This design comes from an exercise in tuning for small area, a short achievable clock period and few clock cycles per item on the open sky130 flow, not from production work. The RTL was checked by simulation tests, not by an equivalence proof against the original design.

==> run a <==
==> flow/design.v <==
package cshash_pkg;
    localparam int TableSlotsDefault      = 32;
    localparam int SubscriberSlotsDefault = 8;
    localparam int ActionWidth  = 3;
    localparam int ChannelWidth = 16;
    localparam int HandleWidth  = 32;
    localparam int SubWidth     = 16;
    localparam int StatusWidth  = 3;
    localparam int SlotOutWidth = 5;
    typedef enum logic [2:0] {
        ACT_INSERT = 3'd0,
        ACT_ADD    = 3'd1,
        ACT_LOOKUP = 3'd2,
        ACT_DELETE = 3'd3,
        ACT_NOTIFY = 3'd4
    } action_t;
    typedef enum logic [2:0] {
        STS_OK       = 3'd0,
        STS_NOTFOUND = 3'd1,
        STS_FULL     = 3'd2,
        STS_SUBFULL  = 3'd3,
        STS_NONE     = 3'd4
    } status_t;
    typedef enum logic [1:0] {
        SLOT_EMPTY   = 2'd0,
        SLOT_USED    = 2'd1,
        SLOT_DELETED = 2'd2
    } slot_state_t;
    typedef struct packed {
        logic load;        
        logic rd_slot;     
        logic step;        
        logic do_insert;   
        logic do_add;      
        logic do_delete;   
        logic sub_rd;      
        logic sub_step;    
        logic sub_clr;     
        logic out_load;    
        logic [2:0] out_status;
        logic out_zero;    
        logic out_use_in;  
        logic out_sub_in;  
        logic out_sub_rd;  
        logic out_last;
    } cshash_cmd_t;
    typedef struct packed {
        logic [2:0] action;
        logic       st_empty;
        logic       st_used;
        logic       match;
        logic       probe_done;   
        logic       sub_free;     
        logic       sub_any;      
        logic       sub_cur;      
        logic       sub_more;     
    } cshash_sts_t;
endpackage
import cshash_pkg::*;
module channel_subscriber_hash_table_top #(
    parameter int TABLE_SLOTS      = cshash_pkg::TableSlotsDefault,
    parameter int SUBSCRIBER_SLOTS = cshash_pkg::SubscriberSlotsDefault
) (
    input  logic        clk,
    input  logic        rst_n,
    input  logic        s_axis_tvalid,
    output logic        s_axis_tready,
    input  logic [71:0] s_axis_tdata,
    output logic        m_axis_tvalid,
    input  logic        m_axis_tready,
    output logic [55:0] m_axis_tdata,
    output logic        m_axis_tlast
);
    localparam int N = 32;
    localparam int S = 8;
    logic [N-1:0] used_q;
    logic [N-1:0] del_q;
    logic [15:0]  chan_q [N];
    logic [31:0]  hand_q [N];
    logic [3:0]   cnt_q  [N];
    logic [15:0]  id_q   [N][S];
    logic [66:0]  f0, f1;
    logic         f0_v, f1_v;
    logic         s_rdy_q;
    logic         push, f_pop;
    logic [15:0]  f_chan;
    logic         p_v;
    logic [2:0]   p_act;
    logic         p_ins;
    logic [15:0]  p_chan;
    logic [31:0]  p_hand;
    logic [15:0]  p_sub;
    logic [N-1:0] p_cheq;
    logic         p_take;
    logic         b_v;
    logic [15:0]  b_chan;
    logic [31:0]  b_hand;
    logic [15:0]  b_sub;
    logic [N-1:0] b_first, b_second;
    logic [N-1:0] b_hit;
    logic         b_any1, b_any2;
    logic         b_first_found, b_second_found;
    logic         b_ins, b_add, b_del, b_ntf, b_act_ok;
    logic [N-1:0] u_sel;
    logic         c_u, c_s;
    logic         b_take, b_proc;
    logic         nt_active;
    logic [2:0]   nt_pos;
    logic [3:0]   nt_cnt;
    logic         nt_go, nt_done;
    logic [56:0]  o0, res;
    logic         o0_v;
    logic         o_free;
    assign s_axis_tready = s_rdy_q;
    assign m_axis_tvalid = o0_v;
    assign m_axis_tdata  = o0[55:0];
    assign m_axis_tlast  = o0[56];
    assign push   = s_rdy_q && s_axis_tvalid;
    assign o_free = !o0_v || m_axis_tready;
    assign b_proc = b_v && !nt_active && o_free;
    assign b_take = !b_v || b_proc;
    assign p_take = !p_v || b_take;
    assign f_pop  = f0_v && p_take;
    assign nt_go  = nt_active && o_free;
    assign f_chan = f0[18:3];
    logic [N-1:0]   p_hit, p_cand, p_ge;
    logic [2*N-1:0] dbl, pre1, pre2, first64, second64;
    logic [N-1:0]   p_first, p_second, p_nb;
    logic           p_any1, p_any2;
    always_comb
    begin
        for (int i = 0; i < N; i++)
        begin
            p_hit[i]  = used_q[i] && p_cheq[i];
            p_cand[i] = p_ins ? !used_q[i] : (p_hit[i] || !(used_q[i] || del_q[i]));
            p_ge[i]   = (5'(i) >= p_chan[4:0]);
        end
        dbl  = {p_cand & ~p_ge, p_cand & p_ge};
        pre1 = dbl << 1;
        pre2 = '0;
        for (int d = 1; d < 2 * N; d = d * 2)
        begin
            pre2 = pre2 | (pre2 << d) | (pre1 & (pre1 << d));
            pre1 = pre1 | (pre1 << d);
        end
        p_any1   = |p_cand;
        p_any2   = pre2[2*N-1] | (pre1[2*N-1] & dbl[2*N-1]);
        first64  = dbl & ~pre1;
        second64 = dbl & pre1 & ~pre2;
        for (int i = 0; i < N; i++)
        begin
            p_first[i]  = first64[i] | first64[N+i];
            p_second[i] = second64[i] | second64[N+i];
            p_nb[i]     = p_ge[i] ? !(pre1[i] | dbl[i]) : !(pre1[N+i] | dbl[N+i]);
        end
    end
    logic          is_ins, is_add, is_del, is_ntf, is_act;
    logic [N-1:0]  sel;
    logic          found;
    logic [4:0]    sel_slot;
    logic [31:0]   sel_hand;
    logic [3:0]    sel_cnt;
    logic [15:0]   sel_id [S];
    logic          sel_zero, sel_full, sel_multi;
    logic [N-1:0]  ins_we, add_we;
    assign b_first_found  = b_ins ? b_any1 : |(b_first & b_hit);
    assign b_second_found = b_ins ? b_any2 : |(b_second & b_hit);
    assign is_ins = b_ins;
    assign is_add = b_add;
    assign is_del = b_del;
    assign is_ntf = b_ntf;
    assign is_act = b_act_ok;
    always_comb
    begin
        if (c_u)
        begin
            sel   = u_sel;
            found = 1'b1;
        end
        else if (c_s)
        begin
            sel   = b_second;
            found = b_second_found;
        end
        else
        begin
            sel   = b_first;
            found = b_first_found;
        end
        sel_slot  = '0;
        sel_hand  = '0;
        sel_cnt   = '0;
        for (int j = 0; j < S; j++)
            sel_id[j] = '0;
        sel_zero  = 1'b0;
        sel_full  = 1'b0;
        sel_multi = 1'b0;
        for (int i = 0; i < N; i++)
        begin
            if (sel[i])
            begin
                sel_slot  = sel_slot  | 5'(i);
                sel_hand  = sel_hand  | hand_q[i];
                sel_cnt   = sel_cnt   | cnt_q[i];
                for (int j = 0; j < S; j++)
                    sel_id[j] = sel_id[j] | id_q[i][j];
                sel_zero  = sel_zero  | (cnt_q[i] == 4'd0);
                sel_full  = sel_full  | cnt_q[i][3];
                sel_multi = sel_multi | (cnt_q[i] > 4'd1);
            end
        end
        for (int i = 0; i < N; i++)
        begin
            ins_we[i] = b_proc && is_ins && sel[i];
            add_we[i] = b_proc && is_add && found && sel[i] && !cnt_q[i][3];
        end
    end
    always_ff @(posedge clk or negedge rst_n)
    begin
        if (!rst_n)
        begin
            used_q <= '0;
            del_q  <= '0;
        end
        else if (b_proc && found)
        begin
            if (is_ins)
            begin
                used_q <= used_q | sel;
                del_q  <= del_q & ~sel;
            end
            else if (is_del)
            begin
                used_q <= used_q & ~sel;
                del_q  <= del_q | sel;
            end
        end
    end
    always_ff @(posedge clk)
    begin
        for (int i = 0; i < N; i++)
        begin
            if (ins_we[i])
            begin
                chan_q[i] <= b_chan;
                hand_q[i] <= b_hand;
                cnt_q[i]  <= '0;
            end
            else if (add_we[i])
            begin
                cnt_q[i] <= cnt_q[i] + 4'd1;
                for (int j = 0; j < S; j++)
                    if (cnt_q[i][2:0] == 3'(j))
                        id_q[i][j] <= b_sub;
            end
        end
    end
    always_ff @(posedge clk or negedge rst_n)
    begin
        if (!rst_n)
        begin
            f0_v    <= 1'b0;
            f1_v    <= 1'b0;
            s_rdy_q <= 1'b1;
        end
        else
        begin
            if (f_pop || !f0_v)
            begin
                f0_v    <= f1_v || push;
                f1_v    <= f1_v && push;
                s_rdy_q <= !(f1_v && push);
            end
            else
            begin
                f1_v    <= f1_v || push;
                s_rdy_q <= !(f1_v || push);
            end
        end
    end
    always_ff @(posedge clk)
    begin
        if (f_pop || !f0_v)
        begin
            f0 <= f1_v ? f1 : s_axis_tdata[66:0];
            if (f1_v)
                f1 <= s_axis_tdata[66:0];
        end
        else if (push)
            f1 <= s_axis_tdata[66:0];
    end
    always_ff @(posedge clk or negedge rst_n)
    begin
        if (!rst_n)
            p_v <= 1'b0;
        else if (p_take)
            p_v <= f0_v;
    end
    always_ff @(posedge clk)
    begin
        if (p_take)
        begin
            p_act  <= f0[2:0];
            p_ins  <= (f0[2:0] == 3'd0);
            p_chan <= f_chan;
            p_hand <= f0[50:19];
            p_sub  <= f0[66:51];
            for (int i = 0; i < N; i++)
                p_cheq[i] <= ins_we[i] ? (b_chan == f_chan) : (chan_q[i] == f_chan);
        end
    end
    logic u_upd, u_cand, u_first, u_before;
    always_comb
    begin
        u_upd    = b_proc && found && (is_ins || is_del);
        u_cand   = p_ins ? (b_proc && found && is_del)
                         : (b_proc && found && is_ins && (b_chan == p_chan));
        u_first  = u_upd && |(sel & p_first);
        u_before = |(sel & p_nb);
    end
    always_ff @(posedge clk or negedge rst_n)
    begin
        if (!rst_n)
            b_v <= 1'b0;
        else if (b_take)
            b_v <= p_v;
    end
    always_ff @(posedge clk)
    begin
        if (b_take)
        begin
            b_chan       <= p_chan;
            b_hand       <= p_hand;
            b_sub        <= p_sub;
            b_first      <= p_first;
            b_second     <= p_second;
            b_hit        <= p_hit;
            b_any1       <= p_any1;
            b_any2       <= p_any2;
            b_ins        <= (p_act == 3'd0);
            b_add        <= (p_act == 3'd1);
            b_del        <= (p_act == 3'd3);
            b_ntf        <= (p_act == 3'd4);
            b_act_ok     <= (p_act <= 3'd4);
            u_sel        <= sel;
            c_u          <= u_cand && (u_before || u_first);
            c_s          <= !u_cand && u_first;
        end
    end
    logic        multi;
    logic [15:0] nt_id;
    logic [15:0] nt_ids [1:S-1];
    assign multi    = is_ntf && found && sel_multi;
    assign nt_done  = ({1'b0, nt_pos} + 4'd1 == nt_cnt);
    always_comb
    begin
        nt_id = '0;
        for (int j = 1; j < S; j++)
            if (nt_pos == 3'(j))
                nt_id = nt_ids[j];
    end
    always_comb
    begin
        if (nt_active)
            res = {nt_done, nt_id, o0[39:3], STS_OK};
        else if (!found)
            res = {1'b1, 16'd0, 32'd0, 5'd0, is_ins ? STS_FULL : STS_NOTFOUND};
        else if (is_ins)
            res = {1'b1, 16'd0, b_hand, sel_slot, STS_OK};
        else if (is_add)
            res = {1'b1, sel_full ? 16'd0 : b_sub, sel_hand, sel_slot,
                   sel_full ? STS_SUBFULL : STS_OK};
        else if (is_ntf)
            res = {!multi, sel_zero ? 16'd0 : sel_id[0], b_hand, sel_slot,
                   sel_zero ? STS_NONE : STS_OK};
        else
            res = {1'b1, 16'd0, sel_hand, sel_slot, STS_OK};
    end
    always_ff @(posedge clk or negedge rst_n)
    begin
        if (!rst_n)
        begin
            nt_active <= 1'b0;
            o0_v      <= 1'b0;
        end
        else
        begin
            if (nt_go)
                nt_active <= !nt_done;
            else if (b_proc)
                nt_active <= multi;
            if (o_free)
                o0_v <= nt_go || (b_proc && is_act);
        end
    end
    always_ff @(posedge clk)
    begin
        if (nt_go)
            nt_pos <= nt_pos + 3'd1;
        else if (b_proc)
        begin
            nt_pos  <= 3'd1;
            nt_cnt  <= sel_cnt;
            for (int j = 1; j < S; j++)
                nt_ids[j] <= sel_id[j];
        end
        if (o_free)
            o0 <= res;
    end
endmodule
==> flow/flow/run.sh <==
#!/bin/bash
# the standard layout, with a global-routing layer adjustment of its own (flow/fastroute.tcl)
set -o pipefail
here=$(pwd)
bash standard.sh FASTROUTE_TCL="$here/flow/fastroute.tcl" finish > "$here/flow_standard.log" 2>&1
==> flow/flow/fastroute.tcl <==
# global routing capacity: keep more of met1/met2 free for pin access and let the
# underused upper layers take the long nets
set_global_routing_layer_adjustment met1 0.55
set_global_routing_layer_adjustment met2 0.35
set_global_routing_layer_adjustment met3 0.2
set_global_routing_layer_adjustment met4 0.2
set_global_routing_layer_adjustment met5 0.2

set_routing_layers -clock $::env(MIN_CLK_ROUTING_LAYER)-$::env(MAX_ROUTING_LAYER)
set_routing_layers -signal $::env(MIN_ROUTING_LAYER)-$::env(MAX_ROUTING_LAYER)
==> flow/standard.sh <==
#!/bin/bash
# synth_recipe.tcl (not shown) runs the flow's synth.tcl, then flattens the netlist and writes it again
# the make line also repeats each setting of config.mk as NAME=value (left out here)
make -C /OpenROAD-flow-scripts/flow DESIGN_CONFIG=/design/flow/config.mk WORK_HOME=/design/flow/orfs CLKGATE_MAP_FILE= SYNTH_SCRIPT=/design/flow/synth_recipe.tcl "${@:-finish}"
==> flow/config.mk <==
export PLATFORM = sky130hd
export DESIGN_NAME = channel_subscriber_hash_table_top
export DESIGN_NICKNAME = channel_subscriber_hash_table_top
export VERILOG_FILES = /design/flow/design.v
export SDC_FILE = /design/flow/constraint.sdc
export NUM_CORES = 4
export LEC_CHECK = 0
export CAP_MARGIN = 20
export CORE_MARGIN = 2
export CORE_UTILIZATION = 25
export PLACE_DENSITY = 0.3
export SETUP_SLACK_MARGIN = 4.5
export SLEW_MARGIN = 20
export TNS_END_PERCENT = 20
==> flow/constraint.sdc <==
create_clock -name core_clock -period 8.0 [get_ports {clk}]
set_input_delay 1.6000 -clock core_clock [delete_from_list [all_inputs] [get_ports {clk}]]
set_output_delay 1.6000 -clock core_clock [all_outputs]
set_load 0.01 [all_outputs]
==> run b (differences from run a) <==
- SETUP_SLACK_MARGIN: 4.5 -> 4.0
- TNS_END_PERCENT: 20 -> 10
==> flow_metrics.tcl <==
set metrics [dict create \
    n_all_buffers 1977 \
    cp_common_cell "buf_12" \
    total_leakage_power_nw 102 \
    violatedChecks "max-capacitance violations, max-slew violations" \
    dr_wl_met2_um 602000 \
    p_comb_frac 0.247 \
    status "failed layout checks" \
    maxSlewViolCount 6 \
    worst_hold_slack_ns 0.391 \
    crit_path_max_incr_delay_ns 0.67 \
    min-delay-start "p_sub[1]$_DFFE_PP_" \
    cp.depth 18 \
    p_clk_frac 0.343 \
    maxCapViolCount 1 \
]
The numbers above come from run a.

==> flow_metrics.tcl <==
set metrics [dict create \
    status "timing/DRC/antenna clean" \
    total_leakage_power_nw 95.4 \
    p_comb_frac 0.221 \
    yosys.area.top_type "edfxtp_1" \
    worst_hold_slack_ns 0.380 \
    crit_path_max_incr_delay_ns 1.04 \
    final_layout_size_suffix_gt1_frac 0.182 \
    maxCapViolCount 0 \
    dr_wl_met2_um 580000 \
    cp.depth 12 \
    n_all_buffers 1306 \
    insertion_delay_ns 1.16 \
    maxSlewViolCount 0 \
    largest_reg_flops 4096 \
    p_clk_frac 0.355 \
]
The numbers above come from run b.

Testbench counts of run a, summed over its fixed seeds: cycles 4,126, items 4,000.
Testbench counts of run b, summed over its fixed seeds: cycles 4,126, items 4,000.

re-timing with driven ports:
In the flow no input, the clock included, has a driving cell. The finished layouts below were timed again as built, in two steps. Step 1: set_driving_cell puts a clkbuf_16 on clk and a buf_2 on each other input, an assumption about the parent block. Step 2, shift: input delay + t, output delay - t, t = (earliest + latest rising clock arrival at the registers) / 2. This alone moves slack from input paths to output paths. Three values: ideal ports, drivers, drivers and shift; two values: the first two.
run	shift t [ns]	setup slack, ns	worst setup path after step 2	latest minus earliest clock arrival (ns)	slew at the worst register clock pin (ns)
run a	1.244	3.784 / 3.784 / 3.223	input to register	0.143 / 0.143	0.07 / 0.07
run b	1.260	3.785 / 3.785 / 2.718	input to register	0.138 / 0.138	0.07 / 0.07
The setup slack of run b, which loses most, moves by 0.000 ns with the drivers and by -1.067 ns with both steps.
